Context: an optimization exercise on an open-source flow, tuned for small area, a short achievable clock period and few clock cycles per item. The choices shown serve that exercise and are no tape-out recipe. At most, simulation tests tie the RTL to the original design; equivalence was not proved. The RTL of runs 4 to 7 was laid out without a check of its function. Power is estimated from default activity; no workload was simulated.

--- flow/run.sh ---
#!/bin/bash
# Standard ORFS layout, with the port buffers made from plain buffers
# (sky130_fd_sc_hd__buf_1, resized by timing repair) instead of the slow
# delay cells buffer_ports picks by default.
set -euo pipefail
bash standard.sh "BUFFER_PORTS_ARGS=-buffer_cell sky130_fd_sc_hd__buf_1" finish > standard_flow.log 2>&1
--- standard.sh ---
#!/bin/bash
# synth_recipe.tcl (not shown) runs the flow's synth.tcl, then flattens the netlist and writes it again
# the make line also repeats each setting of config.mk as NAME=value (left out here)
make -C /OpenROAD-flow-scripts/flow DESIGN_CONFIG=/design/flow/config.mk WORK_HOME=/design/flow/orfs CLKGATE_MAP_FILE= SYNTH_SCRIPT=/design/flow/synth_recipe.tcl "${@:-finish}"
--- config.mk ---
export PLATFORM = sky130hd
export DESIGN_NAME = iot_filter_top
export DESIGN_NICKNAME = iot_filter_top
export VERILOG_FILES = /design/flow/design.v
export SDC_FILE = /design/flow/constraint.sdc
export NUM_CORES = 4
export LEC_CHECK = 0
export CAP_MARGIN = 20
export CORE_MARGIN = 2
export CORE_UTILIZATION = 40
export CTS_CLUSTER_DIAMETER = 100
export CTS_CLUSTER_SIZE = 30
export SETUP_SLACK_MARGIN = 5
export SLEW_MARGIN = 20
--- constraint.sdc ---
create_clock -name core_clock -period 7.0 [get_ports {clk}]
set_input_delay 1.4000 -clock core_clock [delete_from_list [all_inputs] [get_ports {clk}]]
set_output_delay 1.4000 -clock core_clock [all_outputs]
set_load 0.01 [all_outputs]
--- design.v ---
`timescale 1ns/1ps
`default_nettype none
package iot_data_pkg;
    typedef logic [8-1:0] iot_byte_t;
    typedef logic [128-1:0] iot_word_t;
    typedef logic [3-1:0] crc_t;
    typedef logic [$clog2(16)-1:0] byte_idx_t;
    typedef logic [$clog2(8)-1:0] word_cnt_t;
endpackage
`default_nettype wire
`timescale 1ns/1ps
`default_nettype none
package iot_ctrl_pkg;
    typedef enum logic [2:0] {
        FN_ENCRYPT  = 3'd1,
        FN_DECRYPT  = 3'd2,
        FN_CRC      = 3'd3,
        FN_TOP2MAX  = 3'd4,
        FN_LAST2MIN = 3'd5
    } fn_sel_t;
    typedef enum logic [1:0] {REL_EQUAL, REL_BIGGER, REL_SMALLER} relation_t;
    typedef enum logic [1:0] {OUT_IDLE, OUT_FIRST, OUT_SECOND} out_state_t;
endpackage
`default_nettype wire
`timescale 1ns/1ps
`default_nettype none
module iot_filter_top
(
    input  logic         clk,
    input  logic         rst,
    input  logic         in_en,
    input  logic [7:0]   iot_in,
    input  logic [2:0]   fn_sel,
    output logic         busy,
    output logic         valid,
    output logic [127:0] iot_out
);
    logic is_crc, is_top, is_rank;
    always_ff @(posedge clk) begin
        is_crc  <= (fn_sel == 3'd3);
        is_top  <= (fn_sel == 3'd4);
        is_rank <= (fn_sel == 3'd4) || (fn_sel == 3'd5);
    end
    logic       in_v;
    logic [7:0] cur;
    always_ff @(posedge clk) cur <= iot_in;
    logic [3:0]   bi;              
    logic [3:0]   rc;              
    logic [2:0]   wc;              
    logic         mv;              
    logic         dA, wA, dB, wB;  
    logic [127:0] r0, r1;
    wire [7:0] tA = r0[127:120];
    wire [7:0] tB = r1[127:120];
    wire first_byte = (bi == 4'd0);
    wire last_byte  = (bi == 4'd15);
    wire keepA      = dA && !first_byte;
    wire keepB      = dB && !first_byte;
    logic rot;
    logic eqA, gtA, eqB, gtB;
    wire [7:0] nA = rot ? r0[119:112] : r0[127:120];
    wire [7:0] nB = rot ? r1[119:112] : r1[127:120];
    always_ff @(posedge clk) begin
        eqA <= (iot_in == nA);
        gtA <= is_top ? (iot_in > nA) : (iot_in < nA);
        eqB <= (iot_in == nB);
        gtB <= is_top ? (iot_in > nB) : (iot_in < nB);
    end
    wire dA_n  = keepA || !eqA;
    wire wA_n  = keepA ? wA : gtA;
    wire dB_n  = keepB || !eqB;
    wire wB_n  = keepB ? wB : gtB;
    wire winA  = dA_n && wA_n;
    wire winB  = dB_n && wB_n;
    wire loseB = dB_n && !wB_n;
    logic [7:0] b0, b1;
    always_comb begin
        b0 = mv ? tB : tA;
        b1 = tB;
        if (in_v) begin
            if (wc == 3'd0) begin
                b1 = cur;
            end else if (wc == 3'd1) begin
                b0 = winB ? cur : tB;
                b1 = winB ? tB : cur;
            end else begin
                b0 = winA ? cur : tA;
                b1 = winA ? tA : (loseB ? tB : cur);
            end
        end
    end
    function automatic logic [2:0] crc_fold(logic [2:0] seed, logic [7:0] data);
        logic [2:0] c;
        logic       fb;
        c = seed;
        for (int i = 7; i >= 0; i--) begin
            fb = c[2] ^ data[i];
            c  = {c[1:0], 1'b0} ^ (fb ? 3'b011 : 3'b000);
        end
        crc_fold = c;
    endfunction
    wire [2:0] crc_n = crc_fold(first_byte ? 3'd0 : r0[2:0], cur);
    always_ff @(posedge clk) begin
        if (rot) begin
            r0[127:16] <= r0[119:8];
            r0[15:8]   <= is_crc ? 8'd0 : r0[7:0];
            r0[7:0]    <= is_crc ? {5'd0, crc_n} : b0;
            r1         <= {r1[119:0], b1};
        end
    end
    wire       end_word = in_v && last_byte;
    wire [3:0] bi_n  = in_v ? bi + 4'd1 : bi;
    wire [3:0] rc_n  = rot ? rc + 4'd1 : rc;
    wire       mv_n  = (end_word && is_rank && wc == 3'd7) || (mv && !(rc == 4'd15));
    wire       in_v_n = in_en && !busy;
    wire       busy_n = !in_v_n && (mv_n || rc_n != bi_n) && (rc_n + 4'd1 != bi_n);
    wire       rot_n  = in_v_n || mv_n || (rc_n != bi_n);
    always_ff @(posedge clk or posedge rst) begin
        if (rst) begin
            in_v  <= 1'b0;
            bi    <= 4'd0;
            rc    <= 4'd0;
            wc    <= 3'd0;
            mv    <= 1'b0;
            busy  <= 1'b0;
            rot   <= 1'b0;
            valid <= 1'b0;
            dA    <= 1'b0;
            wA    <= 1'b0;
            dB    <= 1'b0;
            wB    <= 1'b0;
        end else begin
            in_v <= in_v_n;
            bi   <= bi_n;
            rc   <= rc_n;
            mv   <= mv_n;
            busy <= busy_n;
            rot  <= rot_n;
            if (in_v) begin
                dA <= dA_n;
                wA <= wA_n;
                dB <= dB_n;
                wB <= wB_n;
            end
            if (end_word) wc <= wc + 3'd1;
            valid <= (end_word && (is_crc || (is_rank && wc == 3'd7)))
                     || (mv && rc == 4'd15);
        end
    end
    assign iot_out = r0;
endmodule
`default_nettype wire
==> results of run 1 <==
timing repair:
item                                    CTS  global route
buffers inserted                         57            29
endpoints found under the setup margin  367           149
gates resized for setup                  50           145
gates cloned                              2             0
pin swaps                                 9            13
synthesized netlist by cell type (all sizes together) (4+ instances only):
library cell  instances
xnor2                19
a2111oi               4
nand4                 7
xor2                  7
ha                   24
clkbuf                9
o22a                  8
edfxtp              256
nor2b                24
a211oi               10
and3                  5
mux2i                19
mux2                 24
dfrtp                20
nand2b                5
nor2                 21
inv                  10
o21ai                22
buf                   5
o221ai                8
nand2                15
dfxtp                15
a21oi                13
flip-flops by register name, summed over array words and instances (netlist names), 3 cells and up:
signal  cells
r0        128
r1        128
cur         8
bi          4
rc          4
wc          3
worst max-delay path by stage:
stage	startpoint	end	slack, ns
after global placement	rot	gtB	3.96
after CTS	r0[1]	iot_out[1]	4.43
after floorplan	rot	gtA	3.07
after global routing	r0[1]	iot_out[1]	4.41
after detailed placement	rot	gtA	3.75
final	r0[1]	iot_out[1]	4.46
power by group through the flow:
| stage | clock [W] | combinational, W | sequential, W |
|---|---|---|---|
| 2_1_floorplan | 0 | 0.000888 | 0.00358 |
| 3_3_place_gp | 0 | 0.00160 | 0.00352 |
| 3_5_place_dp | 0 | 0.00161 | 0.00354 |
| 4_1_cts | 0.000886 | 0.00211 | 0.00346 |
| 5_1_grt | 0.000944 | 0.00257 | 0.00356 |
| 6_report | 0.000859 | 0.00239 | 0.00346 |
routing by layer:
metal | vias up | share of wire (%)
met5 | - | 0
met4 | 0 | 2.0
met3 | 24 | 5.8
met2 | 164 | 46
met1 | 2949 | 47
li1 | 2677 | -
cells by family (layout without fill, tap and decap cells):
group	count (synthesis)	after routing	synth area share (%)
AOI/OAI and AO/OA	78	78	5.15
xor gates and xnor gates	26	26	2.15
adders and majority gates	24	24	2.83
DFF	291	291	80.0
and+or+nand+nor	87	87	4.37
buffers and inverters	24	267	0.979
muxes	43	43	4.53
layout make-up:
type | instances | area, um^2
Sequential cell | 291 | 8500
Fill cell | 2094 | 12800
Timing Repair Buffer | 235 | 1580
Inverter | 10 | 41.3
Clock inverter | 3 | 22.5
Clock buffer | 19 | 348
Tap cell | 335 | 419
Multi-Input combinational cell | 258 | 2400
through the flow:
step	std cells	instance area, um^2	total power, W
detailed placement	1041	11700	0.00516
floorplan	573	10700	0.00447
CTS	1122	12800	0.00645
global placement	1041	11700	0.00512
global route	1151	13300	0.00707
finish	1151	13300	0.00671
layout by cell type (no fill, tap or decap), types with 6 or more instances in the layout:
cell type | netlist | layout
inv_1 | 10 | 9
clkbuf_2 | 0 | 108
nand2_1 | 13 | 11
dfrtp_1 | 20 | 18
edfxtp_1 | 256 | 256
mux2_2 | 21 | 15
clkbuf_16 | 0 | 13
o21ai_2 | 0 | 10
dfxtp_1 | 15 | 15
xnor2_1 | 19 | 17
buf_4 | 1 | 75
o22a_1 | 8 | 8
ha_1 | 24 | 19
buf_1 | 1 | 25
buf_6 | 1 | 13
mux2i_1 | 17 | 13
mux2_4 | 1 | 9
nand4_1 | 7 | 7
a21oi_1 | 13 | 11
nor2b_1 | 24 | 22
xor2_1 | 7 | 6
o21ai_1 | 13 | 6
nor2_1 | 21 | 20
clkbuf_1 | 9 | 6
==> results.ini, run 1 <==
[status]
status = finished clean

[cells_and_area]
antenna_cells = 0
syn2layout_area_growth_pct = 25.4
drive_gt1_share_pct = 38.1
final_nets = 847
finish.utilization_pct = 51.1

[setup_path]
cp.arrival_ns = 1.14
critPathBufInv = 1
slowest_delay_ns = 0.47
r2r_cells = 9
reg2reg_from = bi[1]
cp-end-kind = output pin
r2r-end = r1[0]
worstPathRequired_ns = 5.60
crit_family = flip-flops
cp_max_fo = 3
start_kind = flip-flop
slowest_stage = edfxtp_1
crit_path_cell_trace = buf_6
cp.depth = 1
path_class = reg2out
r2r_slack_ns = 4.57

[detailed_routing]
post-route-drc-count = 0
drt-vias-per-instance = 5.05
wire_per_inst_um = 19.3
drt.antenna.violating_nets = 0
vias = 5814
drt-initial-drc-count = 421
totalWireLength_um = 22200
firstDrtPassIters = 4

[clock_tree]
clockBufferDepth = 3
clk_pin_slew_worst_paths_ns = 0.12
root_buffer = clkbuf_16
numCtsBuffers = 13
tritoncts = yes
cts.sinks = 291
htreeDepth = 1
insertion_delay_ns = 0.51
holdBufCountCts = 0

[worst_hold_path]
min_from = r1[0]
min_to = r1[8]
worstHoldPathType = reg2reg
min_path_cells = 0

[power_and_ir_drop]
cellInternalPower_w = 0.00452
power_density_mw_per_mm2 = 504
ir_drop_v = 0.000300
leakagePower_nw = 5.31
clkPwrFrac_pct = 12.8
combPwrFrac_pct = 35.6
seqPwrFrac_pct = 51.6
switching_power_w = 0.00219
swShare_pct = 32.7

[synth]
post-synth-top-area-fraction_pct = 72.4
synthArstFlopShare_pct = 6.87
ys_types = 48
synth_area_mm2 = 0.0106
synth.area.top_cells = edfxtp_1 72%, dfrtp_1 4.7%, dfxtp_1 2.8%, ha_1 2.8%, mux2_2 2.2%
synthesis.nets = 611
yosysWarnings = 1
syn_avg_cell_area_um2 = 18.5
seq_area_frac_synth_pct = 80.0
synthFlopType = edfxtp_1
synth_top_cell_by_area = edfxtp_1
synth_seq_cells = 291
syn_inst = 573
synth_edf_count = 256

[sta]
timing_hold_violations_final = 0
setup_viol = 0
whs_ns = 0.412
min_period_over_period_pct = 36.2
grt_setup_unrepaired = yes
clock_skew_ns = 0.0436
worst_pin_slew_ns = 1.06
drv_slew = 0
min_period_ns = 2.54
tns_ns = 0
fin_ws_ns = 4.46
max_slew_margin_pct = 29.2
fmax_mhz = 394

[die]
initial_core_util_pct = 40.7
num_rows = 59
core_area_mm2 = 0.0261
die_y_um = 167
dieArea_mm2 = 0.0278
die_width_um = 167
io-pin-count = 144

[run]
drv_cap = 0

[grt]
grt_usage_pct = 15.3
grt_overflow = 0
antenna_found_initial = 0
met1_usage_pct = 23.2
grt-busiest-layer = met1
grt_max_degree = 85
grt_pass1_wl_um = 33400
grt_pass1_vias = 5718
grtUsageMet3_pct = 3.07
met2_usage_pct = 23.0

[placement]
numPortBuffers = 143
pre_cts_ws_ns = 3.75
gp_congestion = 0.810
dp_hpwl_um = 13500

Testbench counts, summed over its fixed seeds: cycles 36,192, items 2,157.
==> run 2: changes to the inputs <==
--- a/config.mk
+++ b/config.mk
@@ -10,5 +10,5 @@
 export CORE_UTILIZATION = 40
 export CTS_CLUSTER_DIAMETER = 100
 export CTS_CLUSTER_SIZE = 30
-export SETUP_SLACK_MARGIN = 5
+export SETUP_SLACK_MARGIN = 4.35
 export SLEW_MARGIN = 20
==> results.ini, run 2 <==
[synth]
yosysWarnings = 1
synth_edf_count = 256
synth.area.top_cells = edfxtp_1 72%, dfrtp_1 4.7%, dfxtp_1 2.8%, ha_1 2.8%, mux2_2 2.2%
synthFlopType = edfxtp_1
yosysMostFrequentCell = edfxtp_1
ys_types = 48
synthTopCellsByCount = 256 x edfxtp_1, 24 x ha_1, 24 x nor2b_1
seq_area_frac_synth_pct = 80.0
synthArstFlopShare_pct = 6.87
syn_inst = 573
synth_area_mm2 = 0.0106
synth_seq_cells = 291
syn_avg_cell_area_um2 = 18.5
synthesis.nets = 611
post-synth-top-area-fraction_pct = 72.4
synth_top_cell_by_area = edfxtp_1

[detailed_routing]
totalWireLength_um = 20600
drt-vias-per-instance = 5.13
vias = 5481
post-route-drc-count = 0
wire_per_inst_um = 19.2
drt-initial-drc-count = 480
firstDrtPassIters = 4
drt.antenna.violating_nets = 0

[die]
num_rows = 59
die_y_um = 167
dieArea_mm2 = 0.0278
die_width_um = 167
initial_core_util_pct = 40.7
core_area_mm2 = 0.0261
io-pin-count = 144

[sta]
min_period_ns = 2.59
tns_ns = 0
worst_pin_slew_ns = 0.891
fin_ws_ns = 4.41
min_period_over_period_pct = 37.0
clock_skew_ns = 0.0153
timing_hold_violations_final = 0
grt_setup_unrepaired = yes
fmax_mhz = 386
setup_viol = 0
max_slew_margin_pct = 40.5
drv_slew = 0

[grt]
grt_max_degree = 92
grt_overflow = 0
antenna_found_initial = 0
grt_pass1_wl_um = 32000
grt_usage_pct = 14.5
grt_pass1_vias = 5531

[placement]
numPortBuffers = 143
placed_area_mm2 = 0.0115
pre_cts_ws_ns = 3.76
gp_congestion = 0.786
dp_hpwl_um = 13300

[clock_tree]
numCtsBuffers = 13
tritoncts = yes
clk_pin_slew_worst_paths_ns = 0.11
cts.sinks = 291
clockBufferDepth = 3
root_buffer = clkbuf_16
htreeDepth = 1
insertion_delay_ns = 0.48

[setup_path]
slowest_delay_ns = 0.53
path_class = reg2out
cp-end-kind = output pin
cp.arrival_ns = 1.19
crit_family = flip-flops
crit_path_cell_trace = buf_1
cp_max_fo = 5
slowest_stage = edfxtp_1
worstPathRequired_ns = 5.60
start_kind = flip-flop
r2r_slack_ns = 4.49
critPathBufInv = 1

[cells_and_area]
final_common_cell = edfxtp_1
final_nets = 767
syn2layout_area_growth_pct = 13.4
drive_gt1_share_pct = 8.58
reg_top3 = r0: 128 flops, r1: 128 flops, cur: 8 flops
finish.utilization_pct = 46.2
final_area_mm2 = 0.0120
layout_common_cells = 256 x edfxtp_1, 143 x buf_1, 24 x nor2b_1, 24 x ha_1, 21 x mux2_2
antenna_cells = 0

[worst_hold_path]
worstHoldPathType = reg2reg

[status]
status = finished clean

[power_and_ir_drop]
power_density_mw_per_mm2 = 493
leakagePower_nw = 4.41
ir_drop_v = 0.000291

[run]
drv_cap = 0

==> run 2: kinds of logic (layout without fill, tap and decap cells) <==
group / Yosys count / after routing / share of synthesized area [%]
fa+ha+maj: 24 / 24 / 2.83
compound gates: 78 / 78 / 5.15
simple gates: 87 / 87 / 4.37
flops: 291 / 291 / 80.0
xor+xnor: 26 / 26 / 2.15
mux: 43 / 43 / 4.53
buf+inv: 24 / 185 / 0.979
==> run 2: layer usage <==
metal  vias to the layer above  track usage [%]  routed length (um)  share of wire [%]
met2                       181             21.5                9000                 44
li1                       2505                -                   -                  -
met3                        21             3.37                1370                6.7
met1                      2774             22.0                9890                 48
met4                         0             2.55                 314                1.5
met5                         -                0                   0                  0
==> run 2: stage by stage <==
stage / hold WS [ns] / cells / power (W)
4_1_cts: 0.431 / 1067 / 0.00599
3_5_place_dp: 0.405 / 1040 / 0.00505
2_1_floorplan: 0.400 / 573 / 0.00438
3_3_place_gp: 0.400 / 1040 / 0.00498
6_report: 0.426 / 1069 / 0.00594
5_1_grt: 0.438 / 1069 / 0.00628
==> run 2: layout make-up <==
cell class | count | area [um^2]
clock buffer | 19 | 348
inverter | 10 | 37.5
tap | 335 | 419
fill | 2226 | 14000
timing repair buffer | 155 | 671
sequential | 291 | 8490
multi-input combinational | 258 | 2060
clock inverter | 1 | 8.76
==> run 2: path summary, 6_finish.rpt <==
kind / start / depth (start not counted) / end
worst max-delay path: r0[123] / 1 / iot_out[123]
worst min-delay path: r1[84] / 0 / r1[92]
worst max register to register: bi[0] / 9 / r1[3]
worst min register to register: r1[84] / 0 / r1[92]
max in group asynchronous: rst / 2 / rot
min in group asynchronous: rst / 2 / busy
==> run 2: what timing repair did <==
action | 4_1_cts | 5_1_grt
resized for setup | 4 | 5
setup endpoints to repair | 19 | 20
hold buffers | 0 | 0
setup buffers | 7 | 2
==> run 2: report_power, final <==
part | switching, W | internal (W) | leakage (nW)
combinational | 0.000942 | 0.000657 | 1.14
sequential | 0.000505 | 0.00299 | 3.09
clock | 0.000486 | 0.000354 | 0.172
==> run 3: changes to the inputs <==
--- a/config.mk
+++ b/config.mk
@@ -7,7 +7,7 @@
 export LEC_CHECK = 0
 export CAP_MARGIN = 20
 export CORE_MARGIN = 2
-export CORE_UTILIZATION = 40
+export CORE_UTILIZATION = 60
 export CTS_CLUSTER_DIAMETER = 100
 export CTS_CLUSTER_SIZE = 30
 export SETUP_SLACK_MARGIN = 4.35
==> results.ini, run 3 <==
[setup_path]
critPathBufInv = 1
path_class = reg2out
worstPathRequired_ns = 5.60
cp.arrival_ns = 1.19
slowest_delay_ns = 0.52
start_kind = flip-flop
crit_path_cell_trace = buf_1
crit_family = flip-flops
cp_max_fo = 5
cp-end-kind = output pin
slowest_stage = edfxtp_1

[clock_tree]
clk_pin_slew_worst_paths_ns = 0.11
cts.sinks = 291
clockBufferDepth = 3
numCtsBuffers = 13
tritoncts = yes
holdBufCountCts = 0
root_buffer = clkbuf_16
htreeDepth = 1
insertion_delay_ns = 0.49

[worst_hold_path]
worstHoldPathType = reg2reg

[synth]
ys_types = 48
syn_avg_cell_area_um2 = 18.5
synth.area.top_cells = edfxtp_1 72%, dfrtp_1 4.7%, dfxtp_1 2.8%, ha_1 2.8%, mux2_2 2.2%
post-synth-top-area-fraction_pct = 72.4
yosysMostFrequentCell = edfxtp_1
synth_top_cell_by_area = edfxtp_1
synthFlopType = edfxtp_1
yosysWarnings = 1
synth_edf_count = 256
seq_area_frac_synth_pct = 80.0
synth_seq_cells = 291
synth_area_mm2 = 0.0106
syn_inst = 573
synthArstFlopShare_pct = 6.87
synthesis.nets = 611
synthTopCellsByCount = 256 x edfxtp_1, 24 x ha_1, 24 x nor2b_1

[cells_and_area]
reg_top3 = r0: 128 flops, r1: 128 flops, cur: 8 flops
antenna_cells = 0
multi_input_area_mm2 = 0.00204
syn2layout_area_growth_pct = 12.4
final_common_cell = edfxtp_1
final_nets = 766
drive_gt1_share_pct = 8.57
ff_latch_area_mm2 = 0.00849
n_fill_cell = 1182
layout_common_cells = 256 x edfxtp_1, 143 x buf_1, 24 x nor2b_1, 24 x ha_1

[grt]
grt_max_degree = 90
antenna_found_initial = 0
grt_overflow = 0
grt_usage_pct = 21.1
grt_pass1_wl_um = 29600
grt_pass1_vias = 5273

[sta]
clock_skew_ns = 0.0195
fin_ws_ns = 4.41
fmax_mhz = 386
max_slew_margin_pct = 38.0
min_period_over_period_pct = 37.0
setup_viol = 0
tns_ns = 0
grt_setup_unrepaired = yes
drv_slew = 0
min_period_ns = 2.59
worst_pin_slew_ns = 0.928
timing_hold_violations_final = 0

[die]
io-pin-count = 144
core_area_mm2 = 0.0173
initial_core_util_pct = 61.3
num_rows = 48
die_width_um = 137
dieArea_mm2 = 0.0188
die_y_um = 137

[placement]
gp_congestion = 0.852
dp_hpwl_um = 12600
pre_cts_ws_ns = 3.85
numPortBuffers = 143

[detailed_routing]
firstDrtPassIters = 5
wire_per_inst_um = 20.6
drt-initial-drc-count = 548
drt.antenna.violating_nets = 0
drt-vias-per-instance = 5.73
totalWireLength_um = 19800
post-route-drc-count = 0
vias = 5498

[run]
drv_cap = 0

[status]
status = finished clean

[power_and_ir_drop]
power_density_mw_per_mm2 = 496
leakagePower_nw = 4.43
ir_drop_v = 0.000300

[run 3: final cells by class]
cell class | instances | area share [%]
flip-flops and latches | 291 | 71.2
clock buffers | 20 | 2.95
repair buffers | 154 | 5.92
inverters | 10 | 0.315
clock inverters | 2 | 0.168
well taps | 225 | 2.36
multi-input cells | 258 | 17.1
[run 3: metrics by stage]
step / hold WS (ns) / area [um^2] / cells / util, % / total power [W]
3_5_place_dp: 0.405 / 11400 / 931 / 66.1 / 0.00504
3_3_place_gp: 0.400 / 11400 / 931 / 66.1 / 0.00497
2_1_floorplan: 0.400 / 10600 / 573 / - / 0.00438
5_1_grt: 0.430 / 11900 / 960 / 69.0 / 0.00624
6_report: 0.416 / 11900 / 960 / 69.0 / 0.00592
4_1_cts: 0.422 / 11900 / 957 / 68.8 / 0.00595
[run 3: worst register-to-register path: stages, from the launching register on]
cell	delay (ns)
dfrtp_1	0.44
inv_1	0.07
ha_1	0.14
or3b_4	0.46
nand2_2	0.14
mux2i_2	0.22
buf_4	0.25
nand2_1	0.23
o21ai_1	0.21
a221oi_1	0.12
[run 3: power breakdown]
part	internal (W)	total, W	switching, W
Sequential	0.00299	0.00349	0.000494
Clock	0.000360	0.000843	0.000483
Combinational	0.000649	0.00159	0.000937
[run 3: final timing paths]
| kind | startpoint | end | slack, ns | cells past startpoint |
|---|---|---|---|---|
| max in group asynchronous | rst | rot | 5.38 | 2 |
| hold reg to reg | r1[28] | r1[36] | 0.42 | 0 |
| hold / removal | r1[28] | r1[36] | 0.42 | 0 |
| setup reg to reg | bi[0] | r0[2] | 4.42 | 9 |
| setup / recovery | r0[126] | iot_out[126] | 4.41 | 1 |
| min in group asynchronous | rst | dA | 1.03 | 2 |
[run 3: layer usage]
metal / global-route usage (%) / share of wire [%] / up-vias
li1: - / - / 2510
met1: 32.4 / 46 / 2771
met2: 31.6 / 46 / 194
met3: 4.04 / 6.7 / 23
met4: 5.15 / 1.8 / 0
met5: 0 / 0 / -
[run 3: timing repair]
action | CTS | global route
buffers inserted | 3 | 3
cloned | 1 | 0
endpoints found under the setup margin | 19 | 9
resized for setup | 4 | 2
[run 3: logic make-up after synthesis]
group | Yosys count | share of synthesized area (%)
XOR/XNOR | 26 | 2.15
multiplexers | 43 | 4.53
flip-flops | 291 | 80.0
buffers and inverters | 24 | 0.979
adder cells (fa/ha/maj) | 24 | 2.83
AND/OR/NAND/NOR | 87 | 4.37
AO/OA/AOI/OAI | 78 | 5.15
==> run 4: changes to the inputs <==
--- a/design.v
+++ b/design.v
@@ -47,13 +47,22 @@
     logic [3:0]   bi;              
     logic [3:0]   rc;              
     logic [2:0]   wc;              
+    function automatic logic [3:0] step4(logic [3:0] x);
+        step4 = {x[2:0], x[3] ^ x[0] ^ (x[2:0] == 3'd0)};
+    endfunction
+    function automatic logic [2:0] step3(logic [2:0] x);
+        step3 = {x[1:0], x[2] ^ x[0] ^ (x[1:0] == 2'd0)};
+    endfunction
+    localparam logic [3:0] LAST4 = 4'b1000;
+    localparam logic [2:0] WC1   = 3'b001;
+    localparam logic [2:0] WC7   = 3'b100;
     logic         mv;              
     logic         dA, wA, dB, wB;  
     logic [127:0] r0, r1;
     wire [7:0] tA = r0[127:120];
     wire [7:0] tB = r1[127:120];
     wire first_byte = (bi == 4'd0);
-    wire last_byte  = (bi == 4'd15);
+    wire last_byte  = (bi == LAST4);
     wire keepA      = dA && !first_byte;
     wire keepB      = dB && !first_byte;
     logic rot;
@@ -80,7 +89,7 @@
         if (in_v) begin
             if (wc == 3'd0) begin
                 b1 = cur;
-            end else if (wc == 3'd1) begin
+            end else if (wc == WC1) begin
                 b0 = winB ? cur : tB;
                 b1 = winB ? tB : cur;
             end else begin
@@ -101,6 +110,14 @@
     endfunction
     wire [2:0] crc_n = crc_fold(first_byte ? 3'd0 : r0[2:0], cur);
     always_ff @(posedge clk) begin
+        if (in_v) begin
+            dA <= dA_n;
+            wA <= wA_n;
+            dB <= dB_n;
+            wB <= wB_n;
+        end
+    end
+    always_ff @(posedge clk) begin
         if (rot) begin
             r0[127:16] <= r0[119:8];
             r0[15:8]   <= is_crc ? 8'd0 : r0[7:0];
@@ -109,11 +126,11 @@
         end
     end
     wire       end_word = in_v && last_byte;
-    wire [3:0] bi_n  = in_v ? bi + 4'd1 : bi;
-    wire [3:0] rc_n  = rot ? rc + 4'd1 : rc;
-    wire       mv_n  = (end_word && is_rank && wc == 3'd7) || (mv && !(rc == 4'd15));
+    wire [3:0] bi_n  = in_v ? step4(bi) : bi;
+    wire [3:0] rc_n  = rot ? step4(rc) : rc;
+    wire       mv_n  = (end_word && is_rank && wc == WC7) || (mv && !(rc == LAST4));
     wire       in_v_n = in_en && !busy;
-    wire       busy_n = !in_v_n && (mv_n || rc_n != bi_n) && (rc_n + 4'd1 != bi_n);
+    wire       busy_n = !in_v_n && (mv_n || rc_n != bi_n) && (step4(rc_n) != bi_n);
     wire       rot_n  = in_v_n || mv_n || (rc_n != bi_n);
     always_ff @(posedge clk or posedge rst) begin
         if (rst) begin
@@ -125,10 +142,6 @@
             busy  <= 1'b0;
             rot   <= 1'b0;
             valid <= 1'b0;
-            dA    <= 1'b0;
-            wA    <= 1'b0;
-            dB    <= 1'b0;
-            wB    <= 1'b0;
         end else begin
             in_v <= in_v_n;
             bi   <= bi_n;
@@ -136,15 +149,9 @@
             mv   <= mv_n;
             busy <= busy_n;
             rot  <= rot_n;
-            if (in_v) begin
-                dA <= dA_n;
-                wA <= wA_n;
-                dB <= dB_n;
-                wB <= wB_n;
-            end
-            if (end_word) wc <= wc + 3'd1;
-            valid <= (end_word && (is_crc || (is_rank && wc == 3'd7)))
-                     || (mv && rc == 4'd15);
+            if (end_word) wc <= step3(wc);
+            valid <= (end_word && (is_crc || (is_rank && wc == WC7)))
+                     || (mv && rc == LAST4);
         end
     end
     assign iot_out = r0;
--- a/config.mk
+++ b/config.mk
@@ -7,7 +7,7 @@
 export LEC_CHECK = 0
 export CAP_MARGIN = 20
 export CORE_MARGIN = 2
-export CORE_UTILIZATION = 60
+export CORE_UTILIZATION = 40
 export CTS_CLUSTER_DIAMETER = 100
 export CTS_CLUSTER_SIZE = 30
 export SETUP_SLACK_MARGIN = 4.35
==> results.ini, run 4 <==
[detailed_routing]
drt-initial-drc-count = 616
drt.antenna.violating_nets = 0
firstDrtPassIters = 5
wire_per_inst_um = 19.1
post-route-drc-count = 0
vias = 5555
totalWireLength_um = 20800
drt-vias-per-instance = 5.12

[run]
drv_cap = 0

[status]
status = finished clean

[sta]
tns_ns = 0
worst_pin_slew_ns = 1.07
drv_slew = 0
min_period_over_period_pct = 37.1
max_slew_margin_pct = 28.7
setup_viol = 0
min_period_ns = 2.59
timing_hold_violations_final = 0
fmax_mhz = 386
grt_setup_unrepaired = yes
clock_skew_ns = 0.0159

[synth]
seq_area_frac_synth_pct = 80.5
syn_inst = 583
synth.area.top_cells = edfxtp_1 74%, dfrtp_1 3.8%, mux2i_1 2.9%, dfxtp_1 2.8%, ha_1 1.9%
synthArstFlopShare_pct = 5.50
synthesis.nets = 613
synthTopCellsByCount = 260 x edfxtp_1, 35 x nand2_1, 31 x mux2i_1
ys_types = 52
synth_edf_count = 260
synth_seq_cells = 291
post-synth-top-area-fraction_pct = 73.8
synth_area_mm2 = 0.0106
synthFlopType = edfxtp_1
synth_top_cell_by_area = edfxtp_1
syn_avg_cell_area_um2 = 18.1
yosysMostFrequentCell = edfxtp_1
yosysWarnings = 1

[die]
die_y_um = 167
num_rows = 59
die_width_um = 167
core_area_mm2 = 0.0260
io-pin-count = 144
dieArea_mm2 = 0.0278
initial_core_util_pct = 40.7

[clock_tree]
insertion_delay_ns = 0.50
htreeDepth = 1
holdBufCountCts = 0
numCtsBuffers = 13
tritoncts = yes
clockBufferDepth = 3
root_buffer = clkbuf_16
cts.sinks = 291
clk_pin_slew_worst_paths_ns = 0.11

[cells_and_area]
antenna_cells = 0
reg_top3 = r0: 128 flops, r1: 128 flops, cur: 8 flops
layout_common_cells = 260 x edfxtp_1, 143 x buf_1, 35 x nand2_1
finish.utilization_pct = 46.4
final_area_mm2 = 0.0121
syn2layout_area_growth_pct = 14.0
final_common_cell = edfxtp_1
drive_gt1_share_pct = 6.79
final_nets = 774

[power_and_ir_drop]
leakagePower_nw = 4.50
ir_drop_v = 0.000215
power_density_mw_per_mm2 = 466
power_w = 0.00562

[setup_path]
crit_family = flip-flops
critPathBufInv = 1
crit_path_cell_trace = buf_1
path_class = reg2out
start_kind = flip-flop
slowest_delay_ns = 0.52
cp.arrival_ns = 1.19
cp-end-kind = output pin
cp_max_fo = 5
slowest_stage = edfxtp_1
worstPathRequired_ns = 5.60

[placement]
placed_area_mm2 = 0.0115
gp_congestion = 0.845
numPortBuffers = 143
dp_hpwl_um = 13300

[grt]
grt_pass1_wl_um = 31700
grt_pass1_vias = 5387
grt_overflow = 0
met1_usage_pct = 22.0
grt_usage_pct = 14.5
met2_usage_pct = 21.7
grt-busiest-layer = met1
antenna_found_initial = 0
grt_max_degree = 89
grtUsageMet3_pct = 2.80

[worst_hold_path]
worstHoldPathType = reg2reg

run 4: worst paths after layout:
kind | endpoint | slack, ns | cells after the start | startpoint
min in group asynchronous | wc[1] | 0.95 | 2 | rst
min reg2reg | r1[64] | 0.42 | 0 | r1[56]
max reg2reg | r1[1] | 4.45 | 7 | bi[2]
max in group asynchronous | rot | 5.60 | 2 | rst
min | r1[64] | 0.42 | 0 | r1[56]
max | iot_out[125] | 4.41 | 1 | r0[125]
run 4: what timing repair did:
item	4_1_cts	5_1_grt
endpoints found under the setup margin	16	8
pin swaps	1	0
cloned	1	0
setup buffers	4	6
gates resized for setup	2	2
run 4: area by class of cell:
| type | count | area, um^2 |
|---|---|---|
| well taps | 335 | 419 |
| clock buffers | 20 | 352 |
| flip-flops and latches | 291 | 8510 |
| clock inverters | 2 | 20.0 |
| repair buffers | 157 | 707 |
| fillers | 2267 | 13900 |
| multi-input cells | 269 | 2010 |
| inverters | 12 | 45.0 |
run 4: worst reg2reg max path: cells and delay by family, from the launching register on:
family	cells	cell delay, ns
mux	2	0.70
compound gates	4	0.90
buf+inv	1	0.19
flops	1	0.51
run 4: metal layers:
metal  wire [um]  vias to the layer above
li1            -                     2569
met4         262                        0
met2        9280                      145
met5           0                        -
met3        1110                       19
met1       10100                     2822
run 4: per-stage QoR:
stage               worst slack (ns)  hold WS [ns]  cells
finish                          4.41         0.424   1086
global route                    4.35         0.435   1086
CTS                             4.36         0.428   1080
detailed placement              3.97         0.405   1053
global placement                4.11         0.401   1053
floorplan                       3.09         0.400    583
run 4: where the power goes:
part           internal [W]  switching (W)  leakage (nW)  total [W]
Sequential          0.00298       0.000499          3.11    0.00348
Combinational      0.000504       0.000784          1.21    0.00129
Clock              0.000360       0.000498         0.179   0.000859
Total               0.00384        0.00178          4.50    0.00562
run 4: cell families after synthesis:
| kind of cell | Yosys count | synth area share (%) |
|---|---|---|
| xor+xnor | 22 | 1.82 |
| mux | 42 | 4.16 |
| simple gates | 112 | 5.44 |
| flops | 291 | 80.5 |
| buf+inv | 23 | 0.840 |
| fa+ha+maj | 16 | 1.89 |
| compound gates | 77 | 5.38 |
==> run 5: changes to the inputs <==
--- a/config.mk
+++ b/config.mk
@@ -10,5 +10,5 @@
 export CORE_UTILIZATION = 40
 export CTS_CLUSTER_DIAMETER = 100
 export CTS_CLUSTER_SIZE = 30
-export SETUP_SLACK_MARGIN = 4.35
+export SETUP_SLACK_MARGIN = 4.45
 export SLEW_MARGIN = 20
==> results.ini, run 5 <==
[sta]
grt_setup_unrepaired = yes
fmax_mhz = 396
tns_ns = 0
whs_ns = 0.427
min_period_ns = 2.53
worst_pin_slew_ns = 0.847
drv_slew = 0
setup_viol = 0
max_slew_margin_pct = 43.5
clock_skew_ns = 0.0148
timing_hold_violations_final = 0
min_period_over_period_pct = 36.1

[clock_tree]
cts.sinks = 291
clk_pin_slew_worst_paths_ns = 0.11
root_buffer = clkbuf_16
clockBufferDepth = 3
numCtsBuffers = 13
tritoncts = yes
htreeDepth = 1
insertion_delay_ns = 0.50
holdBufCountCts = 0

[grt]
antenna_found_initial = 0
grt_pass1_vias = 5429
grt_max_degree = 89
grt_pass1_wl_um = 31900
grt_overflow = 0
grt_usage_pct = 14.6

[setup_path]
path_class = reg2out
setup.worst_path.start = r0[5]
start_kind = flip-flop
crit_family = flip-flops
slowest_delay_ns = 0.46
cp_max_fo = 2
critPathBufInv = 1
crit_path_cell_trace = clkbuf_2
reg2reg_from = bi[1]
cp.arrival_ns = 1.13
worstPathRequired_ns = 5.60
cp-end-kind = output pin
slowest_stage = edfxtp_1

[detailed_routing]
wire_per_inst_um = 19.0
drt.antenna.violating_nets = 0
drt-vias-per-instance = 5.05
firstDrtPassIters = 5
post-route-drc-count = 0
drt-initial-drc-count = 537
vias = 5585
totalWireLength_um = 21000

[synth]
ys_types = 52
yosysWarnings = 1
seq_area_frac_synth_pct = 80.5
synth_edf_count = 260
synth_area_mm2 = 0.0106
synthArstFlopShare_pct = 5.50
synth_seq_cells = 291
synthTopCellsByCount = 260 x edfxtp_1, 35 x nand2_1, 31 x mux2i_1
synth_top_cell_by_area = edfxtp_1
syn_avg_cell_area_um2 = 18.1
synthesis.nets = 613
synthFlopType = edfxtp_1
synth.area.top_cells = edfxtp_1 74%, dfrtp_1 3.8%, mux2i_1 2.9%, dfxtp_1 2.8%, ha_1 1.9%
syn_inst = 583
yosysMostFrequentCell = edfxtp_1
post-synth-top-area-fraction_pct = 73.8

[run]
drv_cap = 0

[die]
dieArea_mm2 = 0.0278
num_rows = 59
die_y_um = 167
core_area_mm2 = 0.0260
io-pin-count = 144
initial_core_util_pct = 40.7
die_width_um = 167

[worst_hold_path]
min_from = r1[56]
worstHoldPathType = reg2reg

[placement]
numPortBuffers = 143
dp_hpwl_um = 13300
gp_congestion = 0.845

[cells_and_area]
final_nets = 793
drive_gt1_share_pct = 10.0
syn2layout_area_growth_pct = 15.8
final_common_cell = edfxtp_1
ff_latch_area_mm2 = 0.00851
layout_common_cells = 260 x edfxtp_1, 138 x buf_1, 35 x nand2_1
n_fill_cell = 2258
multi_input_area_mm2 = 0.00201
antenna_cells = 0
reg_top3 = r0: 128 flops, r1: 128 flops, cur: 8 flops

[status]
status = finished clean

[power_and_ir_drop]
leakagePower_nw = 4.62
ir_drop_v = 0.000215
power_density_mw_per_mm2 = 467

## run 5: final timing paths
kind                                   end  cells after the start  slack [ns]
worst min register to register      r1[64]                      0        0.43
worst max-delay path            iot_out[5]                      1        4.47
worst max register to register       r0[6]                      6        4.53
max in group asynchronous              rot                      2        5.59
min in group asynchronous            wc[1]                      2        0.95
worst min-delay path                r1[64]                      0        0.43
## run 5: routing by layer
| layer | vias to the layer above | GRT usage [%] | wire length (um) |
|---|---|---|---|
| li1 | 2605 | - | - |
| met1 | 2812 | 22.3 | 10300 |
| met2 | 151 | 21.8 | 9340 |
| met3 | 17 | 2.80 | 1160 |
| met4 | 0 | 3.00 | 246 |
| met5 | - | 0 | 0 |
## run 5: power by group
group,total [W],internal (W),switching [W],leakage [nW]
combinational,0.00141,0.000574,0.000834,1.33
sequential,0.00345,0.00298,0.000470,3.11
clock,0.000858,0.000360,0.000498,0.179
## run 5: per-stage QoR
| stage | cells | instance area [um^2] | utilization (%) | total power [W] | setup WS (ns) |
|---|---|---|---|---|---|
| detailed placement | 1053 | 11500 | 44.4 | 0.00476 | 3.97 |
| global placement | 1053 | 11500 | 44.4 | 0.00472 | 4.11 |
| finish | 1105 | 12200 | 47.1 | 0.00571 | 4.47 |
| global route | 1105 | 12200 | 47.1 | 0.00605 | 4.37 |
| CTS | 1093 | 12100 | 46.6 | 0.00573 | 4.44 |
| floorplan | 583 | 10600 | - | 0.00412 | 3.09 |
## run 5: worst reg2reg max path: cells and delay by family (launching register included)
| family | cells | cell delay, ns |
|---|---|---|
| multiplexers | 1 | 0.43 |
| AO/OA/AOI/OAI | 3 | 0.84 |
| AND/OR/NAND/NOR | 2 | 0.49 |
| flip-flops | 1 | 0.52 |
## run 5: area by class of cell
type	instances	area share, %
Timing Repair Buffer	176	7.20
Inverter	12	0.368
Clock buffer	20	2.87
Sequential cell	291	69.5
Multi-Input combinational cell	269	16.4
Tap cell	335	3.42
Clock inverter	2	0.164
## run 5: logic make-up after synthesis
group | count (synthesis) | synth area share [%]
AOI/OAI and AO/OA | 77 | 5.38
buffers and inverters | 23 | 0.840
muxes | 42 | 4.16
xor gates and xnor gates | 22 | 1.82
adders and majority gates | 16 | 1.89
and+or+nand+nor | 112 | 5.44
DFF | 291 | 80.5
## run 5: what timing repair did
| item | in CTS | in global routing |
|---|---|---|
| cloned | 1 | 0 |
| setup endpoints to repair | 36 | 23 |
| pin swaps | 1 | 0 |
| gates resized for setup | 5 | 10 |
| buffers inserted | 17 | 11 |
==> run 6: changes to the inputs <==
--- a/config.mk
+++ b/config.mk
@@ -10,5 +10,5 @@
 export CORE_UTILIZATION = 40
 export CTS_CLUSTER_DIAMETER = 100
 export CTS_CLUSTER_SIZE = 30
-export SETUP_SLACK_MARGIN = 4.45
+export SETUP_SLACK_MARGIN = 4.6
 export SLEW_MARGIN = 20
==> results.ini, run 6 <==
[clock_tree]
clk_pin_slew_worst_paths_ns = 0.10
tritoncts = yes
holdBufCountCts = 0
root_buffer = clkbuf_16
clockBufferDepth = 3
numCtsBuffers = 13
htreeDepth = 1
insertion_delay_ns = 0.48
cts.sinks = 291

[power_and_ir_drop]
power_density_mw_per_mm2 = 469
switching_power_w = 0.00185
seqPwrFrac_pct = 57.1
leakagePower_nw = 5.22
swShare_pct = 30.7
combPwrFrac_pct = 29.1
ir_drop_v = 0.000245
clkPwrFrac_pct = 13.8
cellInternalPower_w = 0.00418

[cells_and_area]
final_common_cell = edfxtp_1
finish.utilization_pct = 49.5
n_fill_cell = 2218
syn2layout_area_growth_pct = 21.6
layout_common_cells = 260 x edfxtp_1, 104 x clkbuf_2, 91 x buf_4
antenna_cells = 0
reg_top3 = r0: 128 flops, r1: 128 flops, cur: 8 flops
drive_gt1_share_pct = 30.9
final_area_mm2 = 0.0129
final_nets = 856

[die]
dieArea_mm2 = 0.0278
die_width_um = 167
core_area_mm2 = 0.0260
die_y_um = 167
io-pin-count = 144
initial_core_util_pct = 40.7
num_rows = 59

[synth]
yosysMostFrequentCell = edfxtp_1
synthArstFlopShare_pct = 5.50
syn_avg_cell_area_um2 = 18.1
ys_types = 52
synthTopCellsByCount = 260 x edfxtp_1, 35 x nand2_1, 31 x mux2i_1
synthesis.nets = 613
synthFlopType = edfxtp_1
synth_area_mm2 = 0.0106
synth.area.top_cells = edfxtp_1 74%, dfrtp_1 3.8%, mux2i_1 2.9%, dfxtp_1 2.8%, ha_1 1.9%
synth_top_cell_by_area = edfxtp_1
post-synth-top-area-fraction_pct = 73.8
syn_inst = 583
synth_edf_count = 260
synth_seq_cells = 291
seq_area_frac_synth_pct = 80.5
yosysWarnings = 1

[status]
status = finished clean

[detailed_routing]
wire_per_inst_um = 17.9
totalWireLength_um = 20800
drt-vias-per-instance = 5.04
drt-initial-drc-count = 482
drt.antenna.violating_nets = 0
vias = 5861
firstDrtPassIters = 5
post-route-drc-count = 0

[grt]
grt_overflow = 0
grtUsageMet3_pct = 3.64
grt_max_degree = 93
grt_usage_pct = 14.2
antenna_found_initial = 0
grt_pass1_wl_um = 31500
grt-busiest-layer = met2
met2_usage_pct = 21.6
grt_pass1_vias = 5620
met1_usage_pct = 20.9

[setup_path]
crit_path_cell_trace = clkbuf_2
slowest_stage = edfxtp_1
crit_family = flip-flops
worstPathRequired_ns = 5.60
slowest_delay_ns = 0.50
start_kind = flip-flop
critPathBufInv = 1
path_class = reg2out
cp.arrival_ns = 1.15
cp-end-kind = output pin
cp_max_fo = 2

[sta]
drv_slew = 0
worst_pin_slew_ns = 0.880
max_slew_margin_pct = 41.3
min_period_over_period_pct = 36.4
min_period_ns = 2.55
timing_hold_violations_final = 0
grt_setup_unrepaired = yes
tns_ns = 0
setup_viol = 0
fin_ws_ns = 4.45
clock_skew_ns = 0.0128
fmax_mhz = 392

[worst_hold_path]
worstHoldPathType = reg2reg

[placement]
numPortBuffers = 143
dp_hpwl_um = 13000
placed_area_mm2 = 0.0115
pre_cts_ws_ns = 3.74
gp_congestion = 0.809

[run]
drv_cap = 0

-- run 6: cell counts after synthesis --
No cell type changed its count.
-- run 6: layout make-up --
type | count | area (um^2) | area share (%)
clock buffer | 16 | 337 | 2.62
clock inverter | 1 | 11.3 | 0.0876
inverter | 12 | 45.0 | 0.350
multi-input combinational | 269 | 2060 | 16.0
sequential | 291 | 8520 | 66.3
tap | 335 | 419 | 3.26
timing repair buffer | 239 | 1460 | 11.4
-- run 6: kinds of logic after synthesis --
kind of cell / count (synthesis) / share of synthesized area (%)
flip-flops: 291 / 80.5
AND/OR/NAND/NOR: 112 / 5.44
AO/OA/AOI/OAI: 77 / 5.38
buffers and inverters: 23 / 0.840
XOR/XNOR: 22 / 1.82
adder cells (fa/ha/maj): 16 / 1.89
multiplexers: 42 / 4.16
-- run 6: power by group through the flow --
stage	combinational (W)	sequential (W)	clock (W)
2_1_floorplan	0.000554	0.00357	0
3_3_place_gp	0.00120	0.00350	0
3_5_place_dp	0.00121	0.00353	0
4_1_cts	0.00156	0.00344	0.000877
5_1_grt	0.00190	0.00354	0.000937
6_report	0.00175	0.00344	0.000833
-- run 6: path summary, 6_finish.rpt --
check / slack, ns / depth (start not counted) / endpoint / from
worst max-delay path: 4.45 / 1 / iot_out[114] / r0[114]
worst min-delay path: 0.42 / 0 / r1[35] / r1[27]
worst max register to register: 4.61 / 7 / r1[1] / bi[0]
worst min register to register: 0.42 / 0 / r1[35] / r1[27]
max in group asynchronous: 5.57 / 2 / rot / rst
min in group asynchronous: 0.96 / 2 / valid / rst
-- run 6: what timing repair did --
action / 4_1_cts / 5_1_grt
setup buffers: 60 / 33
pin swaps: 1 / 3
gates cloned: 0 / 0
setup endpoints to repair: 248 / 142
resized for setup: 28 / 114
-- run 6: through the flow --
stage	hold WS [ns]	total power, W	instances
after floorplan	0.400	0.00412	583
after global placement	0.401	0.00470	1053
after detailed placement	0.405	0.00475	1053
after CTS	0.425	0.00588	1130
after global routing	0.434	0.00638	1163
final	0.424	0.00603	1163
-- run 6: metal layers --
metal | vias to the layer above | wire [um]
met3 | 21 | 1610
met2 | 200 | 9420
met1 | 2916 | 9520
met5 | - | 0
met4 | 0 | 240
li1 | 2724 | -
==> run 7: changes to the inputs <==
==> flow/run.sh (replaced) <==
#!/bin/bash
# Standard ORFS layout, with the port buffers made from plain buffers
# (sky130_fd_sc_hd__buf_1, resized by timing repair) instead of the slow
# delay cells buffer_ports picks by default, and clock tree synthesis
# without dummy loads.
set -euo pipefail
bash standard.sh "BUFFER_PORTS_ARGS=-buffer_cell sky130_fd_sc_hd__buf_1" \
  "CTS_ARGS=-sink_clustering_enable -repair_clock_nets -sink_clustering_size 30 -sink_clustering_max_diameter 100 -dont_use_dummy_load -balance_levels" \
  finish > standard_flow.log 2>&1
--- a/config.mk
+++ b/config.mk
@@ -8,7 +8,5 @@
 export CAP_MARGIN = 20
 export CORE_MARGIN = 2
 export CORE_UTILIZATION = 40
-export CTS_CLUSTER_DIAMETER = 100
-export CTS_CLUSTER_SIZE = 30
-export SETUP_SLACK_MARGIN = 4.6
+export SETUP_SLACK_MARGIN = 4.45
 export SLEW_MARGIN = 20
==> results.ini, run 7 <==
[status]
status = finished clean

[grt]
grt_usage_pct = 14.5
grt_max_degree = 89
grt_pass1_vias = 5422
antenna_found_initial = 0
grt_overflow = 0
grt_pass1_wl_um = 31800

[synth]
syn_inst = 583
synth-compound-area-share_pct = 5.38
synth_mux_area_share_pct = 4.16
synth_top_cell_by_area = edfxtp_1
synth-adder-area-share_pct = 1.89
synth_edf_count = 260
yosysWarnings = 1
synth_top_family_by_area = simple AND/OR/NAND/NOR gates
ys_types = 52
yosysMostFrequentCell = edfxtp_1
synth-simple-area-share_pct = 5.44
syn_avg_cell_area_um2 = 18.1
synth_area_mm2 = 0.0106
post-synth-top-area-fraction_pct = 73.8
synthArstFlopShare_pct = 5.50
synth.area.top_cells = edfxtp_1 74%, dfrtp_1 3.8%, mux2i_1 2.9%, dfxtp_1 2.8%, ha_1 1.9%
synth_xor_area_share_pct = 1.82
synthTopCellsByCount = 260 x edfxtp_1, 35 x nand2_1, 31 x mux2i_1
synth_seq_cells = 291
seq_area_frac_synth_pct = 80.5
synthFlopType = edfxtp_1
synthesis.nets = 613

[run]
drv_cap = 0

[sta]
drv_slew = 0
setup_viol = 0
grt_setup_unrepaired = yes
min_period_ns = 2.53
clock_skew_ns = 0.0367
worst_pin_slew_ns = 0.872
tns_ns = 0
fmax_mhz = 395
min_period_over_period_pct = 36.2
max_slew_margin_pct = 41.8
timing_hold_violations_final = 0

[clock_tree]
insertion_delay_ns = 0.49
tritoncts = yes
root_buffer = clkbuf_16
clk_pin_slew_worst_paths_ns = 0.10
cts.sinks = 291
htreeDepth = 1
numCtsBuffers = 13
clockBufferDepth = 3
holdBufCountCts = 0

[placement]
numPortBuffers = 143
dp_hpwl_um = 13300
gp_congestion = 0.845

[power_and_ir_drop]
clkPwrFrac_pct = 14.4
power_w = 0.00565
seqPwrFrac_pct = 61.1
combPwrFrac_pct = 24.6
switching_power_w = 0.00178
cellInternalPower_w = 0.00387
ir_drop_v = 0.000215
swShare_pct = 31.4
leakagePower_nw = 4.58
power_density_mw_per_mm2 = 464

[worst_hold_path]
min_from = r1[68]
min_to = r1[76]
worstHoldPathType = reg2reg
min_path_cells = 0

[detailed_routing]
drt.antenna.violating_nets = 0
post-route-drc-count = 0
drt-vias-per-instance = 5.08
vias = 5553
drt-initial-drc-count = 555
wire_per_inst_um = 19.1
totalWireLength_um = 20900
firstDrtPassIters = 5

[setup_path]
r2r_slack_ns = 4.56
start_kind = flip-flop
cp.arrival_ns = 1.13
r2r-end = r0[2]
crit_path_cell_trace = clkbuf_2
cp.depth = 1
cp-end-kind = output pin
worstPathRequired_ns = 5.60
slowest_delay_ns = 0.47
r2r_cells = 6
path_class = reg2out
critPathBufInv = 1
slowest_stage = edfxtp_1
crit_family = flip-flops
cp_max_fo = 2
reg2reg_from = bi[1]

[die]
die_width_um = 167
num_rows = 59
dieArea_mm2 = 0.0278
die_y_um = 167
io-pin-count = 144
core_area_mm2 = 0.0260
initial_core_util_pct = 40.7

[cells_and_area]
n_fill_cell = 2258
reg_top3 = r0: 128 flops, r1: 128 flops, cur: 8 flops
antenna_cells = 0
syn2layout_area_growth_pct = 15.1
drive_gt1_share_pct = 9.50
final_common_cell = edfxtp_1
final_nets = 790
layout_common_cells = 260 x edfxtp_1, 139 x buf_1, 35 x nand2_1

-- run 7: cell counts after synthesis --
Identical to the previous run, type by type.
-- run 7: cell type report --
cell class,count,area (um^2),share of cell area [%]
Clock buffer,13,325,2.67
Inverter,12,45.0,0.370
Multi-Input combinational cell,269,2020,16.6
Sequential cell,291,8520,70.0
Tap cell,335,419,3.44
Timing Repair Buffer,173,848,6.97
-- run 7: cells by family (layout without fill, tap and decap cells) --
logic type / count (synthesis) / after routing
AO/OA/AOI/OAI: 77 / 77
XOR/XNOR: 22 / 22
buffers and inverters: 23 / 198
AND/OR/NAND/NOR: 112 / 112
multiplexers: 42 / 42
adder cells (fa/ha/maj): 16 / 16
flip-flops: 291 / 291
-- run 7: worst max-delay path by stage --
| stage | from | end |
|---|---|---|
| CTS | r0[114] | iot_out[114] |
| finish | r0[5] | iot_out[5] |
| global placement | rot | gtB |
| floorplan | rot | gtA |
| detailed placement | rot | gtB |
| global route | r0[114] | iot_out[114] |
-- run 7: power groups by stage --
| stage | combinational, W | clock (W) | sequential (W) |
|---|---|---|---|
| 2_1_floorplan | 0.000553 | 0 | 0.00356 |
| 3_3_place_gp | 0.00122 | 0 | 0.00350 |
| 6_report | 0.00139 | 0.000813 | 0.00345 |
| 4_1_cts | 0.00136 | 0.000855 | 0.00347 |
| 5_1_grt | 0.00153 | 0.000910 | 0.00355 |
| 3_5_place_dp | 0.00123 | 0 | 0.00354 |
-- run 7: stage by stage --
| stage | cell area, um^2 | instances | utilization [%] | hold slack, ns | setup slack, ns |
|---|---|---|---|---|---|
| floorplan | 10600 | 583 | - | 0.400 | 3.09 |
| global placement | 11500 | 1053 | 44.4 | 0.401 | 4.11 |
| detailed placement | 11500 | 1053 | 44.4 | 0.405 | 3.97 |
| CTS | 12000 | 1083 | 46.3 | 0.428 | 4.44 |
| global route | 12200 | 1093 | 46.8 | 0.434 | 4.43 |
| finish | 12200 | 1093 | 46.8 | 0.428 | 4.47 |
-- run 7: what timing repair did --
item	CTS	global route
setup buffers	16	9
gates cloned	1	0
pin swaps	1	0
endpoints found under the setup margin	35	22
gates resized for setup	3	10
-- run 7: metal layers --
metal	routed length, um	GRT usage, %	vias up	part of all wire (%)
met5	0	0	-	0
met4	240	3.00	0	1.2
met3	1310	2.80	16	6.3
met2	9240	21.8	159	44
met1	10100	22.2	2789	48
li1	-	-	2589	-
==> run 8: changes to the inputs <==
--- a/design.v
+++ b/design.v
@@ -82,22 +82,17 @@
     wire winA  = dA_n && wA_n;
     wire winB  = dB_n && wB_n;
     wire loseB = dB_n && !wB_n;
-    logic [7:0] b0, b1;
-    always_comb begin
-        b0 = mv ? tB : tA;
-        b1 = tB;
-        if (in_v) begin
-            if (wc == 3'd0) begin
-                b1 = cur;
-            end else if (wc == WC1) begin
-                b0 = winB ? cur : tB;
-                b1 = winB ? tB : cur;
-            end else begin
-                b0 = winA ? cur : tA;
-                b1 = winA ? tA : (loseB ? tB : cur);
-            end
-        end
-    end
+    wire rank_w = in_v && (wc != 3'd0);
+    wire w1     = in_v && (wc == WC1);
+    wire wn     = rank_w && (wc != WC1);
+    wire s0_cur = (w1 && winB) || (wn && winA);
+    wire s0_b   = (w1 && !winB) || (!rank_w && mv);
+    wire s0_a   = !s0_cur && !s0_b;
+    wire s1_cur = (in_v && !rank_w) || (w1 && !winB) || (wn && !winA && !loseB);
+    wire s1_a   = wn && winA;
+    wire s1_b   = !s1_cur && !s1_a;
+    wire [7:0] b0 = ({8{s0_cur}} & cur) | ({8{s0_a}} & tA) | ({8{s0_b}} & tB);
+    wire [7:0] b1 = ({8{s1_cur}} & cur) | ({8{s1_a}} & tA) | ({8{s1_b}} & tB);
     function automatic logic [2:0] crc_fold(logic [2:0] seed, logic [7:0] data);
         logic [2:0] c;
         logic       fb;
--- a/config.mk
+++ b/config.mk
@@ -8,5 +8,5 @@
 export CAP_MARGIN = 20
 export CORE_MARGIN = 2
 export CORE_UTILIZATION = 40
-export SETUP_SLACK_MARGIN = 4.45
+export SETUP_SLACK_MARGIN = 4.35
 export SLEW_MARGIN = 20
==> results.ini, run 8 <==
[status]
status = finished clean

[detailed_routing]
drt.antenna.violating_nets = 0
totalWireLength_um = 18800
vias = 5056
post-route-drc-count = 0
drt-initial-drc-count = 461
wire_per_inst_um = 18.8
firstDrtPassIters = 5
drt-vias-per-instance = 5.04

[synth]
synth_edf_count = 260
synth_top_family_by_area = compound AO/OA/AOI/OAI gates
synth_area_mm2 = 0.0102
synthArstFlopShare_pct = 5.50
ys_types = 47
synth_mux_area_share_pct = 2.80
synth_top_cell_by_area = edfxtp_1
synth-simple-area-share_pct = 3.99
synth_xor_area_share_pct = 2.06
synth-adder-area-share_pct = 1.96
synth.area.top_cells = edfxtp_1 77%, dfrtp_1 3.9%, dfxtp_1 2.9%, mux2i_1 2.4%, ha_1 2.0%
yosysWarnings = 1
synthTopCellsByCount = 260 x edfxtp_1, 25 x nand2_1, 24 x mux2i_1
yosysMostFrequentCell = edfxtp_1
seq_area_frac_synth_pct = 83.5
synth_seq_cells = 291
post-synth-top-area-fraction_pct = 76.6
synthesis.nets = 552
syn_inst = 522
synth-compound-area-share_pct = 4.89
synthFlopType = edfxtp_1
syn_avg_cell_area_um2 = 19.5

[die]
io-pin-count = 144
core_area_mm2 = 0.0251
dieArea_mm2 = 0.0268
num_rows = 58
die_y_um = 164
die_width_um = 164
initial_core_util_pct = 40.6

[power_and_ir_drop]
clkPwrFrac_pct = 14.9
swShare_pct = 30.6
seqPwrFrac_pct = 63.8
power_w = 0.00547
switching_power_w = 0.00168
power_density_mw_per_mm2 = 474
leakagePower_nw = 4.31
combPwrFrac_pct = 21.4
ir_drop_v = 0.000288
cellInternalPower_w = 0.00380

[cells_and_area]
ff_latch_area_mm2 = 0.00851
antenna_cells = 0
syn2layout_area_growth_pct = 13.3
final_common_cell = edfxtp_1
layout_common_cells = 260 x edfxtp_1, 143 x buf_1, 25 x nand2_1
final_area_mm2 = 0.0115
n_fill_cell = 2199
multi_input_area_mm2 = 0.00162
reg_top3 = r0: 128 flops, r1: 128 flops, cur: 8 flops
drive_gt1_share_pct = 4.90
final_nets = 706

[grt]
grt_max_degree = 83
grt_overflow = 0
grt_pass1_wl_um = 28400
grt_pass1_vias = 5012
antenna_found_initial = 0
grt_usage_pct = 13.8

[setup_path]
critPathBufInv = 1
r2r-end = gtB
cp.arrival_ns = 1.19
slowest_delay_ns = 0.53
worstPathRequired_ns = 5.60
start_kind = flip-flop
slowest_stage = edfxtp_1
reg2reg_from = rot
crit_path_cell_trace = buf_1
crit_family = flip-flops
r2r_slack_ns = 4.51
path_class = reg2out
cp_max_fo = 4
cp-end-kind = output pin
r2r_cells = 8

[sta]
setup_viol = 0
min_period_over_period_pct = 37.1
tns_ns = 0
clock_skew_ns = 0.0145
timing_hold_violations_final = 0
grt_setup_unrepaired = yes
fmax_mhz = 385
worst_pin_slew_ns = 0.986
max_slew_margin_pct = 34.2
drv_slew = 0
min_period_ns = 2.59

[clock_tree]
numCtsBuffers = 13
insertion_delay_ns = 0.49
clk_pin_slew_worst_paths_ns = 0.11
tritoncts = yes
htreeDepth = 1
root_buffer = clkbuf_16
clockBufferDepth = 3
cts.sinks = 291
holdBufCountCts = 0

[worst_hold_path]
worstHoldPathType = reg2reg
min_from = r1[108]
min_path_cells = 0
min_to = r1[116]

[placement]
gp_congestion = 0.836
numPortBuffers = 143
dp_hpwl_um = 12000
placed_area_mm2 = 0.0111

[run]
drv_cap = 0

## run 8: cell types whose count changed after synthesis, moves of 7 or more
cell | previous run | this run
a211oi_1 | 8 | 1
a21o_1 | 4 | 11
a21oi_1 | 8 | 16
a22o_1 | 1 | 9
mux2i_1 | 31 | 24
nand2_1 | 35 | 25
o21ai_1 | 9 | 2
## run 8: layout make-up
type | count | share of cell area [%]
Sequential cell | 291 | 73.7
Multi-Input combinational cell | 211 | 14.0
Tap cell | 330 | 3.58
Clock buffer | 13 | 2.82
Inverter | 11 | 0.358
Timing Repair Buffer | 148 | 5.54
## run 8: power groups by stage
stage,Combinational (W),Sequential [W],Clock [W]
4_1_cts,0.00118,0.00351,0.000854
3_3_place_gp,0.00114,0.00350,0
3_5_place_dp,0.00115,0.00353,0
5_1_grt,0.00129,0.00359,0.000908
2_1_floorplan,0.000522,0.00356,0
6_report,0.00117,0.00349,0.000813
## run 8: worst max-delay path by stage
stage,startpoint,end,slack [ns],cells after the start
after global placement,rot,gtA,4.05,8
final,r0[120],iot_out[120],4.41,1
after floorplan,rot,gtA,3.06,9
after CTS,bi[2],r1[1],4.36,5
after global routing,rot,gtB,4.33,8
after detailed placement,rot,gtB,3.91,8
## run 8: what timing repair did
action                                  in CTS  in global routing
gates cloned                                 1                  0
gates resized for setup                      2                  3
endpoints found under the setup margin      89                  8
buffers inserted                             1                  1
## run 8: logic make-up after synthesis
group	Yosys count
and+or+nand+nor	76
AOI/OAI and AO/OA	67
buffers and inverters	20
adders and majority gates	16
xor gates and xnor gates	24
muxes	28
DFF	291
## run 8: metal layers
metal	vias to the layer above	GRT usage [%]	part of all wire (%)
li1	2307	-	-
met2	166	21.6	45
met4	0	2.91	1.6
met3	25	3.17	6.2
met1	2558	19.8	47
met5	-	0	0
## run 8: worst reg2reg max path: cells and delay by family, from the launching register on
family                     cells  cell delay [ns]
AOI/OAI and AO/OA              4             0.67
DFF                            1             0.63
adders and majority gates      1             0.28
buffers and inverters          1             0.36
muxes                          2             0.46
## run 8: per-stage QoR
step | std cells | hold WS, ns | utilization, % | setup slack (ns)
2_1_floorplan | 522 | 0.400 | - | 3.06
3_3_place_gp | 988 | 0.400 | 44.3 | 4.05
3_5_place_dp | 988 | 0.405 | 44.3 | 3.91
4_1_cts | 1003 | 0.423 | 45.9 | 4.36
5_1_grt | 1004 | 0.432 | 46.0 | 4.33
6_report | 1004 | 0.425 | 46.0 | 4.41
Testbench counts of run 8, summed over its fixed seeds: cycles 36,192, items 2,157.
==> run 9: changes to the inputs <==
--- a/config.mk
+++ b/config.mk
@@ -8,5 +8,5 @@
 export CAP_MARGIN = 20
 export CORE_MARGIN = 2
 export CORE_UTILIZATION = 40
-export SETUP_SLACK_MARGIN = 4.35
+export SETUP_SLACK_MARGIN = 4.45
 export SLEW_MARGIN = 20
==> results.ini, run 9 <==
[grt]
grt_usage_pct = 13.9
grt_max_degree = 83
grt_pass1_wl_um = 28600
grt_overflow = 0
antenna_found_initial = 0
grt_pass1_vias = 5095

[synth]
synthTopCellsByCount = 260 x edfxtp_1, 25 x nand2_1, 24 x mux2i_1
synthArstFlopShare_pct = 5.50
synth_top_cell_by_area = edfxtp_1
synth_edf_count = 260
ys_types = 47
yosysMostFrequentCell = edfxtp_1
post-synth-top-area-fraction_pct = 76.6
synth.area.top_cells = edfxtp_1 77%, dfrtp_1 3.9%, dfxtp_1 2.9%, mux2i_1 2.4%, ha_1 2.0%
synth_seq_cells = 291
syn_inst = 522
seq_area_frac_synth_pct = 83.5
synthFlopType = edfxtp_1
synth_area_mm2 = 0.0102
yosysWarnings = 1
synthesis.nets = 552
syn_avg_cell_area_um2 = 19.5

[detailed_routing]
post-route-drc-count = 0
firstDrtPassIters = 5
drt-initial-drc-count = 447
wire_per_inst_um = 18.7
drt-vias-per-instance = 4.99
totalWireLength_um = 19200
drt.antenna.violating_nets = 0
vias = 5122

[die]
num_rows = 58
dieArea_mm2 = 0.0268
io-pin-count = 144
die_y_um = 164
core_area_mm2 = 0.0251
die_width_um = 164
initial_core_util_pct = 40.6

[power_and_ir_drop]
leakagePower_nw = 4.44
power_density_mw_per_mm2 = 473
ir_drop_v = 0.000287

[setup_path]
cp-end-kind = output pin
setup.worst_path.start = r0[7]
r2r-end = r1[1]
start_kind = flip-flop
slowest_stage = edfxtp_1
reg2reg_from = bi[2]
path_class = reg2out
cp-endpoint = iot_out[7]
critPathBufInv = 1
crit_path_cell_trace = clkbuf_2
worstPathRequired_ns = 5.60
cp_max_fo = 2
crit_family = flip-flops
r2r_cells = 5
r2r_slack_ns = 4.59
cp.arrival_ns = 1.12
slowest_delay_ns = 0.47
cp.depth = 1

[clock_tree]
clockBufferDepth = 3
numCtsBuffers = 13
holdBufCountCts = 0
htreeDepth = 1
clk_pin_slew_worst_paths_ns = 0.11
root_buffer = clkbuf_16
insertion_delay_ns = 0.49
tritoncts = yes
cts.sinks = 291

[placement]
pre_cts_ws_ns = 3.91
dp_cells = 988
gp_congestion = 0.836
numPortBuffers = 143
dp_hpwl_um = 12000

[cells_and_area]
final_common_cell = edfxtp_1
syn2layout_area_growth_pct = 15.2
fin_cells = 1026
drive_gt1_share_pct = 9.05
antenna_cells = 0
layout_common_cells = 260 x edfxtp_1, 138 x buf_1, 25 x nand2_1
reg_top3 = r0: 128 flops, r1: 128 flops, cur: 8 flops
n_fill_cell = 2194
final_nets = 728

[sta]
max_slew_margin_pct = 35.6
clock_skew_ns = 0.0137
setup_viol = 0
worst_pin_slew_ns = 0.966
fmax_mhz = 397
min_period_ns = 2.52
timing_hold_violations_final = 0
min_period_over_period_pct = 36.0
grt_setup_unrepaired = yes
fin_ws_ns = 4.48
drv_slew = 0
tns_ns = 0

[run]
drv_cap = 0

[worst_hold_path]
worstHoldPathType = reg2reg

[status]
status = finished clean

## run 9: changes by cell type in the layout (fill, tap and decap cells not counted), moves of 2 or more
cell,delta
buf_1,-5
buf_4,+21
clkbuf_2,+4
dfrtp_1,-2
dfrtp_2,+2
## run 9: metrics by stage
stage                     total power, W  area (um^2)  hold WS (ns)  util (%)
after floorplan                  0.00408        10200         0.400         -
after CTS                        0.00560        11600         0.423      46.3
after global routing             0.00588        11700         0.432      46.7
final                            0.00555        11700         0.425      46.7
after global placement           0.00465        11100         0.400      44.3
after detailed placement         0.00468        11100         0.405      44.3
## run 9: worst min path at each step
| stage | from | end | slack [ns] | cells after the start |
|---|---|---|---|---|
| after floorplan | r1[92] | r1[100] | 0.40 | 0 |
| after global placement | r1[10] | r1[18] | 0.40 | 0 |
| after detailed placement | r1[13] | r1[21] | 0.40 | 0 |
| after CTS | r1[69] | r1[77] | 0.42 | 0 |
| after global routing | r1[36] | r1[44] | 0.43 | 0 |
| final | r1[69] | r1[77] | 0.43 | 0 |
## run 9: layout make-up
cell class,count,area (um^2),share of cell area (%)
Clock buffer,13,325,2.77
Inverter,11,41.3,0.352
Sequential cell,291,8510,72.5
Timing Repair Buffer,170,825,7.02
Multi-Input combinational cell,211,1620,13.8
Tap cell,330,413,3.52
## run 9: metal layers
layer	GRT usage (%)	share of wire [%]	vias up
li1	-	-	2347
met1	19.6	46	2589
met2	22.0	46	163
met3	3.33	6.2	23
met4	2.91	1.5	0
met5	0	0	-
## run 9: what timing repair did
item	CTS	global route
setup buffers	14	9
gates resized for setup	5	8
cloned	1	1
endpoints found under the setup margin	105	16
pin swaps	0	0
## run 9: cells by family after synthesis
kind of cell               share of synthesized area [%]
and+or+nand+nor                                     3.99
muxes                                               2.80
xor gates and xnor gates                            2.06
DFF                                                 83.5
adders and majority gates                           1.96
AOI/OAI and AO/OA                                   4.89
buffers and inverters                              0.822
## run 9: report_power, final
part | internal, W | leakage, nW | total (W) | switching (W)
Combinational | 0.000536 | 1.18 | 0.00130 | 0.000767
Sequential | 0.00299 | 3.09 | 0.00344 | 0.000450
Clock | 0.000337 | 0.160 | 0.000811 | 0.000474
Total | 0.00386 | 4.44 | 0.00555 | 0.00169
